Source: an optimization exercise on an open RTL-to-GDS flow (aim: small area, a short achievable clock period and few clock cycles). Production flows keep margins and buffers that such runs may drop.
In this exercise RTL edits were held to simulation tests only and were not proved equivalent to the original.
Power and IR drop assume default switching activity.

==> flow/design.v (outline; a module is shown in full before it is edited, if it fits) <==
// module mm_system: 3603 lines
// module mm_fa: 10 lines
module mm_system #(
  parameter int max_dim = 10
) (
  input  logic          arm_clk,
  input  logic          rst,
  input  logic          start,
  input  mm_pkg::dim_t  dim_m,
  input  mm_pkg::dim_t  dim_n,
  input  mm_pkg::dim_t  dim_p,
  input  logic          fm_valid,
  input  mm_pkg::word_t fm_word,
  input  logic          wm_valid,
  input  mm_pkg::word_t wm_word,
  output logic          res_valid,
  output mm_pkg::acc_t  res_data,
  output logic          done
);
  // ...
==> flow/flow/run.sh <==
#!/bin/bash
set -euo pipefail
bash standard.sh SETUP_SLACK_MARGIN=6.5 CTS_CLUSTER_SIZE=25 CTS_CLUSTER_DIAMETER=80 finish > standard.log 2>&1
==> flow/standard.sh <==
#!/bin/bash
# synth_recipe.tcl (not shown) runs the flow's synth.tcl, then flattens the netlist and writes it again
# the make line also repeats each setting of config.mk as NAME=value (left out here)
make -C /OpenROAD-flow-scripts/flow DESIGN_CONFIG=/design/flow/config.mk WORK_HOME=/design/flow/orfs CLKGATE_MAP_FILE= SYNTH_SCRIPT=/design/flow/synth_recipe.tcl "${@:-finish}"
==> flow/config.mk <==
export PLATFORM = sky130hd
export DESIGN_NAME = mm_system
export DESIGN_NICKNAME = mm_system
export VERILOG_FILES = /design/flow/design.v
export SDC_FILE = /design/flow/constraint.sdc
export NUM_CORES = 4
export LEC_CHECK = 0
export CAP_MARGIN = 20
export CORE_MARGIN = 2
export CORE_UTILIZATION = 40
export SLEW_MARGIN = 20
export SYNTH_HIERARCHICAL = 1
export SYNTH_MINIMUM_KEEP_SIZE = 0
==> flow/constraint.sdc <==
create_clock -name core_clock -period 10.0 [get_ports {arm_clk}]
set_input_delay 2.0000 -clock core_clock [delete_from_list [all_inputs] [get_ports {arm_clk}]]
set_output_delay 2.0000 -clock core_clock [all_outputs]
set_load 0.01 [all_outputs]
==> summary.md, run 1 <==
| Metric | Value |
|---|---|
| Status | `timing/DRC/antenna clean` |
| Area share of the largest cell type after synthesis | `0.586` |
| Clock-cell share | `0.0348` |
| Setup bufs post-CTS | `3` |
| Most frequent cells in the layout | `1,634 x edfxtp_1, 641 x nand2_1, 605 x fa_1` |
| CTS tree | `yes` |
| HPWL after detailed placement | `150,000 µm` |
| Busiest grt layer | `met2` |
| RePlAce Congestion | `~0.92` |
| Worst Tran Pin Value | `1.14 ns` |
| Multiplexer share of the synthesized area | `0.00264` |
| Hold EP | `rcpa_1981` |
| CTS Buffer Depth | `3` |
| Biggest regs | `fst: 800 flops, wst: 800 flops, res_q: 20 flops` |
| Startpoint Class | `register` |
| FFs & Latches | `2,009` |
| Max Cap Viol | `0` |
| Worst skew pair latency | `between 0.7 and 0.8 ns` |
| Max Slew Vio Count | `0` |
| Largest cells by area after synthesis | `edfxtp_1 59%, fa_1 14%, dfxtp_1 8.7%, nand2_1 2.9%, a22oi_1 2.8%` |
| Adder-cell share of the synthesized area | `0.151` |
| Worst reg-to-reg setup slack | `approximately 6.5 ns` |
| Worst vdd ir | `0.175 mV` |
| CP max FO | `8` |
| Cell mode on critical path | `fa_1` |
| Met2 routed WL | `109,000 µm` |
Testbench counts, summed over its fixed seeds: cycles 6,110.
==> inputs of run 2 (changes only) <==
==> flow/flow/run.sh (replaced) <==
#!/bin/bash
set -euo pipefail
bash standard.sh SETUP_SLACK_MARGIN=6.5 CTS_CLUSTER_SIZE=25 CTS_CLUSTER_DIAMETER=80 \
  "BUFFER_PORTS_ARGS=-buffer_cell sky130_fd_sc_hd__buf_2" finish > standard.log 2>&1
==> summary.md, run 2 <==
| Metric | Value |
|---|---|
| Vias in the first global route | `roughly 46,000` |
| Buf/Inv on CP | `0` |
| Most used DFF post-synth | `edfxtp_1` |
| Largest net degree at the start of global routing | `58` |
| NumNets Final | `5,777` |
| DR vias | `46,412` |
| Worst Tran Pin Value | `1.15 ns (+0.0172 ns)` |
| Max Slew Vio Count | `0 (unchanged)` |
| Cell mode on critical path | `fa_1` |
| Most common cell after layout, fill and taps aside | `edfxtp_1` |
| Shortest period the worst path allows | `3.49 ns` |
| RSZ-0062 raised after global routing | `true` |
| Startpoint Class | `register` |
| Hold Path Class | `register to register` |
| # DRC | `0` |
| Die Area | `213,000 µm²` |
| Core Footprint | `208,000 µm²` |
| Syn avg cell area | `16.3 µm²` |
| Clock transition at the registers of the reported paths | `approximately 0.090 ns` |
| CTS Buf Count | `97` |
| Pwr Density | `156 nW/µm²` |
| Finished Layout Cells | `a little under 8,000` |
| Minimum hold slack | `0.333 ns` |
| 1st-pass router iterations | `8` |
| Max stage delay on crit path | `0.59 ns` |
| Post-synth top area cell | `edfxtp_1` |
| Starting Density | `0.403` |
| Final Util | `0.433` |
| Fraction of layout cells with a size suffix above 1 | `0.0954` |
| Via density per instance | `5.88` |
| Critical-path cell list | `and2_1, fa_1, fa_1, fa_1, fa_1, fa_1` |
| CTS tree | `yes` |
| Post-placement setup slack | `a little under 6 ns` |
| Clock Skew | `0.0341 ns` |
| Yosys reg bits | `2,009` |
| CTS Hold Bufs | `0` |
| Die width | `462 µm` |
| Rel. slew slack | `0.228` |
| Final setup viols | `0` |
| HPWL after detailed placement | `151,000 µm (+0.15%)` |
| Post-synth EDFFs | `1,634` |
| First-pass GRT wire length | `336,000 µm` |
| Clk sinks | `2,009` |
| CP max FO | `8 (unchanged)` |
| P_leak | `28.1 nW` |
| Setup WS post-layout | `6.51 ns` |
| Data required time of the worst path | `10.61 ns` |
| DRT antenna net count | `0` |
| Area share of the largest cell type after synthesis | `0.586 (unchanged)` |
| Seq/Total Area, Yosys | `0.676` |
| RePlAce Congestion | `0.927 (+0.72%)` |
| Distinct cells, synth | `57` |
| Antenna violations before repair | `19` |
| Hold Vio Cnt, Final | `0` |
| Cells after Synth | `5,146` |
| I/O pins | `between 150 and 200` |
| Worst Path Class, Setup | `register to register` |
| Biggest regs | `fst: 800 flops, wst: 800 flops, res_q: 20 flops` |
| Post-Syn Area | `83,800 µm²` |
| Ys async rst share | `0.00498` |
| Synth cell count leaders | `1,634 x edfxtp_1, 641 x nand2_1, 605 x fa_1, 365 x dfxtp_1, 317 x a22oi_1` |
| Max Cap Viol | `0 (unchanged)` |
| Routed wire per std cell | `29.9 µm` |
| Peak Freq | `~290 MHz` |
| Dpl cells | `~7,700` |
| Grt ovf | `0` |
| Routed wire length | `approximately 240,000 µm` |
| Root Buffer | `clkbuf_16` |
| Crit. End Element | `register` |
| Crit path max-delay cell type | `fa_1` |
| Crit-path leading delay family | `adder cells` |
| Syn_nets | `roughly 5,900` |
| P&R area growth vs syn | `7.47%` |
| Worst reg-to-reg setup slack | `6.51 ns (about the same)` |
| TNS Setup | `0 ns` |
| Htree depth | `3` |
| Arrival time worst endpoint | `4.11 ns` |
| Most frequent cells in the layout | `1,634 x edfxtp_1, 640 x nand2_1, 605 x fa_1` |
| Syn. warnings | `11` |
| Top-count cell post-synth | `edfxtp_1` |
| CTS Buffer Depth | `3 (unchanged)` |
| Cell Rows | `between 150 and 200` |
| Largest cells by area after synthesis | `edfxtp_1 59%, fa_1 14%, dfxtp_1 8.7%, nand2_1 2.9%, a22oi_1 2.8%` |
| Port bufs | `roughly 110` |
| Worst vdd ir | `0.166 mV (-5.1%)` |
| Fin crit share | `0.349` |
| Status | `timing/DRC/antenna clean` |
| Total track usage | `0.219` |
| Worst skew pair latency | `0.76 ns (about the same)` |
| Initial DRC Count | `roughly 5,400` |
| Die height | `462 µm` |
run 2: power breakdown:
part	total (mW)	switching, mW	internal (mW)
Clock	4.66	2.66	2.00
Sequential	9.02	0.00926	9.01
Combinational	0.338	0.274	0.0646
Total	14.0	2.94	11.1
run 2: area by class of cell:
cell class                      count  area [µm²]
Sequential cell                  2009       56900
Multi-Input combinational cell   2671       25400
Inverter                           96         364
Timing Repair Buffer              138         751
Tap cell                         2788        3490
Clock inverter                     21         274
Fill cell                       18374      118000
Antenna cell                        7        17.5
Clock buffer                      160        2790
run 2: timing repair:
action | in CTS | in global routing
pin swaps | 0 | 0
resized for setup | 118 | 54
hold endpoints to repair | 0 | 0
setup buffers | 0 | 0
setup endpoints to repair | 86 | 48
run 2: layer usage:
| layer | routed length [µm] | GRT usage | up-vias |
|---|---|---|---|
| met3 | 20400 | 0.0362 | 388 |
| li1 | - | - | 19037 |
| met1 | 96500 | 0.311 | 24602 |
| met5 | 80 | 0 | - |
| met2 | 110000 | 0.344 | 2373 |
| met4 | 8370 | 0.0711 | 12 |
run 2: kinds of logic (layout without fill, tap and decap cells):
group / count (synthesis) / count (layout) / synth area share
mux: 22 / 22 / 0.00264
simple gates: 968 / 968 / 0.0516
xor+xnor: 24 / 24 / 0.00251
buf+inv: 466 / 415 / 0.0216
flops: 2009 / 2009 / 0.676
compound gates: 1010 / 1010 / 0.0949
other cells: 0 / 7 / 0
fa+ha+maj: 647 / 647 / 0.151
run 2: through the flow:
stage               instance area (µm²)  total power [mW]
finish                            90000              14.0
CTS                               89900              14.1
floorplan                         83800              9.34
global route                      90000              14.4
detailed placement                86700              9.55
global placement                  86700              9.54
run 2: per-module statistics from Yosys, one instance, submodules excluded:
module	flops+latches	cell area (µm²)	cells inside	times used
mm_fa	0	20.0	1	604
mm_system	2009	71700	4542	1
run 2: final timing paths:
| path | start | endpoint | cells past startpoint |
|---|---|---|---|
| worst max-delay path | opw9[7] | rk0_1777 | 6 |
| worst min-delay path | rk0_1725 | rcpa_1984 | 0 |
| worst max register to register | opw9[7] | rk0_1777 | 6 |
| worst min register to register | rk0_1725 | rcpa_1984 | 0 |
| max in group asynchronous | rst | v2 | 2 |
| min in group asynchronous | rst | v1 | 2 |
run 2: worst register-to-register path, cell delays in order, from the launching register on:
cell	delay, ns
dfxtp_2	0.57
and2_1	0.24
fa_1	0.45
fa_1	0.53
fa_1	0.59
fa_1	0.44
fa_1	0.53
==> inputs of run 3 (changes only) <==
==> flow/flow/run.sh (replaced) <==
#!/bin/bash
set -euo pipefail
bash standard.sh SETUP_SLACK_MARGIN=6.6 CTS_CLUSTER_SIZE=25 CTS_CLUSTER_DIAMETER=80 \
  "BUFFER_PORTS_ARGS=-buffer_cell sky130_fd_sc_hd__buf_2" finish > standard.log 2>&1
==> summary.md, run 3 <==
| Metric | Value |
|---|---|
| CP max FO | `8 (unchanged)` |
| Crit. End Element | `register` |
| Cell Rows | `167 (unchanged)` |
| First-pass GRT wire length | `336,000 µm (about the same)` |
| Initial DRC Count | `5,726 (+5.3%)` |
| Cells after Synth | `5,146 (unchanged)` |
| Most used DFF post-synth | `edfxtp_1` |
| Top-count cell post-synth | `edfxtp_1` |
| Die Area | `213,000 µm² (unchanged)` |
| Antenna violations before repair | `21 (+2)` |
| Core Footprint | `208,000 µm² (unchanged)` |
| Routed wire length | `236,000 µm (+0.21%)` |
| Distinct cells, synth | `57 (unchanged)` |
| Area share of the largest cell type after synthesis | `0.586 (unchanged)` |
| Biggest regs | `fst: 800 flops, wst: 800 flops, res_q: 20 flops` |
| NumNets Final | `5,790 (+0.23%)` |
| Dpl cells | `7,702 (unchanged)` |
| Port bufs | `114 (unchanged)` |
| Syn_nets | `5,910 (unchanged)` |
| Post-Syn Area | `83,800 µm² (unchanged)` |
| Total track usage | `0.219 (about the same)` |
| RSZ-0062 raised after global routing | `true` |
| Startpoint Class | `register` |
| RePlAce Congestion | `0.927 (unchanged)` |
| Placed Area | `86,700 µm² (unchanged)` |
| P_leak | `28.3 nW (+0.42%)` |
| CTS Buffer Depth | `3 (unchanged)` |
| Shortest period the worst path allows | `3.39 ns (-0.0980 ns)` |
| CTS tree | `yes` |
| Final setup viols | `0 (unchanged)` |
| Routed wire per std cell | `29.9 µm (about the same)` |
| Post-synth top area cell | `edfxtp_1` |
| I/O pins | `151 (unchanged)` |
| Worst Path Class, Setup | `register to register` |
| Max Cap Viol | `0 (unchanged)` |
| Worst vdd ir | `0.164 mV (-1.4%)` |
| Status | `timing/DRC/antenna clean` |
| Largest cells by area after synthesis | `edfxtp_1 59%, fa_1 14%, dfxtp_1 8.7%, nand2_1 2.9%, a22oi_1 2.8%` |
| Grt ovf | `0 (unchanged)` |
| Die width | `462 µm (unchanged)` |
| GR met2 Demand/Resource | `0.344 (about the same)` |
| Data required time of the worst path | `10.63 ns (+0.02 ns)` |
| Final instance area | `90,500 µm² (+0.47%)` |
| Fraction of layout cells with a size suffix above 1 | `0.101 (+0.00583)` |
| Hold Path Class | `register to register` |
| Busiest grt layer | `met2` |
| Syn. warnings | `11 (unchanged)` |
| Worst Tran Pin Value | `1.14 ns (-0.0148 ns)` |
| HPWL after detailed placement | `151,000 µm (unchanged)` |
| Final Power | `14.0 mW (-0.23%)` |
| CTS Hold Bufs | `0 (unchanged)` |
| Yosys reg bits | `2,009 (unchanged)` |
| Ys async rst share | `0.00498 (unchanged)` |
| 1st-pass router iterations | `6 (-2)` |
| Most frequent cells in the layout | `1,634 x edfxtp_1, 637 x nand2_1, 601 x fa_1` |
| Finished Layout Cells | `7,901 (+0.14%)` |
| Clk sinks | `2,009 (unchanged)` |
| Rel. slew slack | `0.238 (+0.00990)` |
| Clock Skew | `0.0346 ns (+0.000421 ns)` |
| DR vias | `46,627 (+0.46%)` |
| Syn avg cell area | `16.3 µm² (unchanged)` |
| Peak Freq | `295 MHz (+2.9%)` |
| # DRC | `0 (unchanged)` |
| Die height | `462 µm (unchanged)` |
| Worst skew pair latency | `0.76 ns (about the same)` |
| Hold Vio Cnt, Final | `0 (unchanged)` |
| DRT antenna net count | `0 (unchanged)` |
| Htree depth | `3 (unchanged)` |
| M1 GR Usage | `0.310 (-0.00115)` |
| Starting Density | `0.403 (unchanged)` |
| Max Slew Vio Count | `0 (unchanged)` |
| Clock transition at the registers of the reported paths | `0.09 ns (about the same)` |
| TNS Setup | `0 ns (unchanged)` |
| Pwr Density | `155 nW/µm² (-0.70%)` |
| CTS Buf Count | `97 (unchanged)` |
| Arrival time worst endpoint | `4.03 ns (-0.08 ns)` |
| P&R area growth vs syn | `7.97%` |
| Root Buffer | `clkbuf_16` |
| Via density per instance | `5.90 (+0.32%)` |
| Synth cell count leaders | `1,634 x edfxtp_1, 641 x nand2_1, 605 x fa_1, 365 x dfxtp_1, 317 x a22oi_1` |
| Fin crit share | `0.339 (-0.00980)` |
| Vias in the first global route | `46,219 (+0.093%)` |
| Seq/Total Area, Yosys | `0.676 (unchanged)` |
| Most common cell after layout, fill and taps aside | `edfxtp_1` |
| Met3 usage | `0.0374 (+0.00121)` |
| Post-synth EDFFs | `1,634 (unchanged)` |
| Largest net degree at the start of global routing | `58 (unchanged)` |
## run 3: metrics by stage
| step | hold WS [ns] | setup slack [ns] | utilization |
|---|---|---|---|
| finish | 0.333 | 6.61 | 0.436 |
| global placement | 0.314 | 5.89 | 0.417 |
| global route | 0.349 | 6.59 | 0.435 |
| floorplan | 0.310 | 6.65 | - |
| detailed placement | 0.312 | 5.85 | 0.417 |
| CTS | 0.335 | 6.58 | 0.434 |
## run 3: layout make-up
cell class / instances / area [µm²]
Timing Repair Buffer: 151 / 888
Antenna cell: 5 / 12.5
Tap cell: 2788 / 3490
Multi-Input combinational cell: 2671 / 25400
Fill cell: 18332 / 117000
Clock buffer: 160 / 2790
Inverter: 96 / 364
Sequential cell: 2009 / 57200
Clock inverter: 21 / 274
## run 3: timing repair
| item | 4_1_cts | 5_1_grt |
|---|---|---|
| setup buffers | 0 | 13 |
| pin swaps | 3 | 26 |
| setup endpoints to repair | 94 | 95 |
| gates resized for setup | 194 | 103 |
## run 3: routing by layer
layer / share of wire / up-vias
met3: 0.088 / 394
li1: - / 19058
met4: 0.036 / 16
met5: 0.00046 / -
met1: 0.41 / 24703
met2: 0.46 / 2456
## run 3: worst max-delay path, cell delays in order (launching register included)
cell and delay [ns]:
dfxtp_2 0.40, and2_1 0.20, fa_1 0.51, fa_1 0.59
fa_1 0.63, fa_1 0.49, fa_1 0.46
## run 3: path summary, 6_finish.rpt
| check | startpoint | endpoint | slack, ns | cells after the start |
|---|---|---|---|---|
| worst max-delay path | opf3[1] | rk0_1757 | 6.61 | 6 |
| worst min-delay path | rk0_1725 | rcpa_1984 | 0.33 | 0 |
| worst max register to register | opf3[1] | rk0_1757 | 6.61 | 6 |
| worst min register to register | rk0_1725 | rcpa_1984 | 0.33 | 0 |
| max in group asynchronous | rst | v2 | 8.49 | 2 |
| min in group asynchronous | rst | v1 | 1.22 | 2 |
## run 3: per-module statistics from Yosys (local to each module, per instance)
| module | area, µm² | copies in the design | flops+latches | cells |
|---|---|---|---|---|
| mm_system | 71700 | 1 | 2009 | 4542 |
| mm_fa | 20.0 | 604 | 0 | 1 |
## run 3: logic make-up after synthesis
kind of cell | Yosys count | share of synthesized area
compound gates | 1010 | 0.0949
xor+xnor | 24 | 0.00251
buf+inv | 466 | 0.0216
flops | 2009 | 0.676
mux | 22 | 0.00264
fa+ha+maj | 647 | 0.151
simple gates | 968 | 0.0516
## run 3: where the power goes
group | total (mW) | leakage, nW | switching [mW] | internal, mW
Combinational | 0.339 | 8.90 | 0.274 | 0.0649
Clock | 4.65 | 1.47 | 2.65 | 2.00
Sequential | 8.99 | 17.9 | 0.00928 | 8.98

-- separate check: timing with driven ports --
No port has a modelled driver above. Below, the same layouts with a new extraction and two added sets of constraints.
Step 1 assumes that a clkbuf_16 drives the clock port and a buf_2 every other input.
Step 2 times the ports against the registers' clock, not the clock port: input delays grow and output delays shrink by t, the midpoint of the rising clock arrivals with the driver on.
a / b / c = no drivers / after step 1 / after step 2; a / b = the first two.
| run | t, ns | setup WS [ns] | worst data-port slew with drivers (ns) |
|---|---|---|---|
| run 1 | 0.846 | 6.515 / 6.431 / 5.818 | 0.13 |
| run 2 | 0.833 | 6.507 / 6.507 / 5.835 | 0.13 |
| run 3 | 0.833 | 6.605 / 6.574 / 5.978 | 0.14 |
After both steps every run listed still meets setup and hold. The setup slack of run 1, which loses most, moves by -0.084 ns with the drivers and by -0.697 ns with both steps.
